Background: an optimization exercise with open tools, aiming at small area and a short achievable clock period. Do not read the settings as production practice. In this exercise RTL edits were held to simulation tests only and were not proved equivalent to the original. Power is estimated from default activity; no workload was simulated.

lane 1:
// simple_bus_mem_slave
module simple_bus_mem_slave #(
  parameter int AW          = 8,
  parameter int DW          = 16,
  parameter int DEPTH       = 192,
  parameter int WAIT_STATES = 1,
  parameter int BURST_LEN   = 4
) (
  input  logic          clk,
  input  logic          rst,
  input  logic          req,
  input  logic          start,
  input  logic [1:0]    mode,
  input  logic [AW-1:0] addr,
  input  logic [DW-1:0] wdata,
  output logic          gnt,
  output logic [DW-1:0] rdata,
  output logic          rdy,
  output logic          err
);
clock: 5.5 ns
lec_check: 0
cap_margin: 20
cell_pad_in_sites_detail_placement: 1
core_margin: 2
core_utilization: 40
cts_cluster_diameter: 80
cts_cluster_size: 30
place_density: 0.45
setup_slack_margin: 3.0
slew_margin: 20
synth_hierarchical: 1
run.sh (not shown) runs the stock make flow with config.mk's settings and CLKGATE_MAP_FILE= SYNTH_SCRIPT=/design/flow/synth_recipe.tcl, a recipe that flattens the netlist after the stock synthesis.
> inputs changed (lane 1 -> lane 2)
-- flow/design.v --
<<< lane 1, line 38
  assign y = !(|a);
endmodule
module simple_bus_mem_oai21 (
  input  logic a1,
>>> lane 2, line 38
  assign y = !(|a);
endmodule
module simple_bus_mem_nand4 (
  input  logic [3:0] a,
  output logic       y
);
  assign y = !(&a);
endmodule
module simple_bus_mem_oai21 (
  input  logic a1,
<<< lane 1, line 45
);
  assign y = !((a1 || a2) && b1);
endmodule
module simple_bus_mem_wmux (
>>> lane 2, line 51
);
  assign y = !((a1 || a2) && b1);
endmodule
module simple_bus_mem_nand3 (
  input  logic [2:0] a,
  output logic       y
);
  assign y = !(&a);
endmodule
module simple_bus_mem_wmux (
<<< lane 1, line 61
  input  logic [N-1:0] d,
  input  logic [N-1:0] sel,
  output logic         y_n
);
  localparam int N1 = N / 3;    
  localparam int N2 = N1 / 2;   
  localparam int N3 = N2 / 2;   
  localparam int N4 = N3 / 2;   
  localparam int N5 = N4 / 2;   
  localparam int N6 = N5 / 2;   
  logic [N1-1:0] l1_n;
  logic [N2-1:0] l2;
  logic [N3-1:0] l3_n;
  logic [N4-1:0] l4;
  logic [N5-1:0] l5_n;
  logic [N6-1:0] l6;
  for (genvar i = 0; i < N1; i++) begin : g_l1
    simple_bus_mem_rd3 u (.d(d[3*i +: 3]), .s(sel[3*i +: 3]), .y_n(l1_n[i]));
  end
  for (genvar i = 0; i < N2; i++) begin : g_l2
    simple_bus_mem_nand2 u (.a(l1_n[2*i +: 2]), .y(l2[i]));
  end
  for (genvar i = 0; i < N3; i++) begin : g_l3
>>> lane 2, line 73
  input  logic [N-1:0] d,
  input  logic [N-1:0] sel,
  output logic [1:0]   y_n
);
  localparam int N1 = N / 3;    
  localparam int N2 = N1 / 4;   
  localparam int N3 = N2 / 2;   
  localparam int N4 = N3 / 2;   
  logic [N1-1:0] l1_n;
  logic [N2-1:0] l2;
  logic [N3-1:0] l3_n;
  logic [N4-1:0] l4;
  for (genvar i = 0; i < N1; i++) begin : g_l1
    simple_bus_mem_rd3 u (.d(d[3*i +: 3]), .s(sel[3*i +: 3]), .y_n(l1_n[i]));
  end
  for (genvar i = 0; i < N2; i++) begin : g_l2
    simple_bus_mem_nand4 u (.a(l1_n[4*i +: 4]), .y(l2[i]));
  end
  for (genvar i = 0; i < N3; i++) begin : g_l3
<<< lane 1, line 87
    simple_bus_mem_nand2 u (.a(l3_n[2*i +: 2]), .y(l4[i]));
  end
  for (genvar i = 0; i < N5; i++) begin : g_l5
    simple_bus_mem_nor2 u (.a(l4[2*i +: 2]), .y(l5_n[i]));
  end
  for (genvar i = 0; i < N6; i++) begin : g_l6
    simple_bus_mem_nand2 u (.a(l5_n[2*i +: 2]), .y(l6[i]));
  end
  simple_bus_mem_nor2 u_l7 (.a(l6), .y(y_n));
endmodule
module simple_bus_mem_slave #(
>>> lane 2, line 95
    simple_bus_mem_nand2 u (.a(l3_n[2*i +: 2]), .y(l4[i]));
  end
  for (genvar i = 0; i < 2; i++) begin : g_l5
    simple_bus_mem_nor2 u (.a(l4[2*i +: 2]), .y(y_n[i]));
  end
endmodule
module simple_bus_mem_slave #(
<<< lane 1, line 144
  logic          pv_q, pe_q;
  logic [AW-1:0] paddr_q;
  logic [7:0]    prh_q, prl_q;
  logic [DW-1:0] pdata_q;
  logic          tv;
>>> lane 2, line 148
  logic          pv_q, pe_q;
  logic [AW-1:0] paddr_q;
  logic [7:0]    prh, prl;
  logic [DW-1:0] pdata_q;
  logic          tv;
<<< lane 1, line 275
      assign col[i] = slot[i][b];
    end
    logic       ring_n, byp_n;
    simple_bus_mem_array #(.N(NS)) u_rd (.d(col), .sel(rsel), .y_n(ring_n));
    simple_bus_mem_nand2 u_byp (.a({hit_q, pdata_q[b]}), .y(byp_n));
    simple_bus_mem_nand2 u_out (.a({ring_n, byp_n}), .y(mem_rdata[b]));
  end
  always_ff @(posedge clk) rd_q <= mem_rdata;
>>> lane 2, line 279
      assign col[i] = slot[i][b];
    end
    logic [1:0] half_n;
    logic       byp_n;
    simple_bus_mem_array #(.N(NS)) u_rd (.d(col), .sel(rsel), .y_n(half_n));
    simple_bus_mem_nand2 u_byp (.a({hit_q, pdata_q[b]}), .y(byp_n));
    simple_bus_mem_nand3 u_out (.a({half_n, byp_n}), .y(mem_rdata[b]));
  end
  always_ff @(posedge clk) rd_q <= mem_rdata;
<<< lane 1, line 289
      pe_q    <= rs_q[0];
      paddr_q <= addr_q;
      prh_q   <= rh_q;
      prl_q   <= rl_q;
      pdata_q <= wdata;
    end else begin
>>> lane 2, line 294
      pe_q    <= rs_q[0];
      paddr_q <= addr_q;
      pdata_q <= wdata;
    end else begin
<<< lane 1, line 298
  end
  assign tv    = pe_q || de;
  assign th    = pe_q ? prh_q : rh_q;
  assign tl    = pe_q ? prl_q : rl_q;
  assign bus_n = ~(pe_q ? pdata_q : wdata);
  for (genvar r = 0; r < RINGS; r++) begin : g_ins
>>> lane 2, line 301
  end
  assign tv    = pe_q || de;
  for (genvar i = 0; i < 8; i++) begin : g_pdec
    assign prh[i] = (paddr_q[5:3] == 3'(i));
    assign prl[i] = (paddr_q[2:0] == 3'(i));
  end
  assign th    = pe_q ? prh : rh_q;
  assign tl    = pe_q ? prl : rl_q;
  assign bus_n = ~(pe_q ? pdata_q : wdata);
  for (genvar r = 0; r < RINGS; r++) begin : g_ins
Results
Taking lane 2 as 1.0, lane 1 lands at 0.44 on post-CTS setup buffer count.
Run comparison: lane 2 worst setup path endpoint rd_q[12]; lane 1 worst setup path endpoint rd_q[2]
Lane 2 vs lane 1: sequential cell count down slightly
When the final numbers for lane 1 and lane 2 were put side by side, the sequential cell area fraction in the yosys report turned out to be greater in lane 2.
Re via count of the first global-routing pass: lane 1 and lane 2 aren't equal, and the lower value belongs to lane 2.
Diff lane 1 -> lane 2: overall power has decreased; worst slack after detailed placement has decreased; global-route usage has remained practically unchanged; final area has decreased.
Lane 1 → lane 2: area share of fa/ha/maj cells after synthesis held steady, final cell count shrank by 4.1%.
Total net switching power shrinks by more than 10% when moving from lane 1 to lane 2.
The total of flip-flops plus latches after synthesis in lane 2 was lower than what lane 1 gave.
Post-synthesis share of cell area spent on and, or, nand and nor gates is lower on lane 2

==> what the ideal ports hide <==
The flow's constraints put no driver on any port. The routed layouts listed below were extracted and timed again, unchanged, in two steps. Step 1, drivers: a clkbuf_16 drives clk and a buf_2 each remaining input, both assumed. Step 2 adds t to the input delays and takes it off the output delays; t is the mean of the earliest and latest rising clock arrival at the registers after step 1. Input paths then give back, and output paths get back, about the clock's delay inside the block. a / b / c = no drivers / after step 1 / after step 2; a / b = the first two.
run	t (ns)	slack for setup (ns)	latest minus earliest clock arrival (ns)
lane 1	0.911	2.905 / 2.818 / 1.978	0.033 / 0.034
lane 2	0.909	2.862 / 2.862 / 2.033	0.042 / 0.043
After both steps every run listed still meets setup and hold. The setup slack of lane 1, which loses most, moves by -0.087 ns with the drivers and by -0.927 ns with both steps.
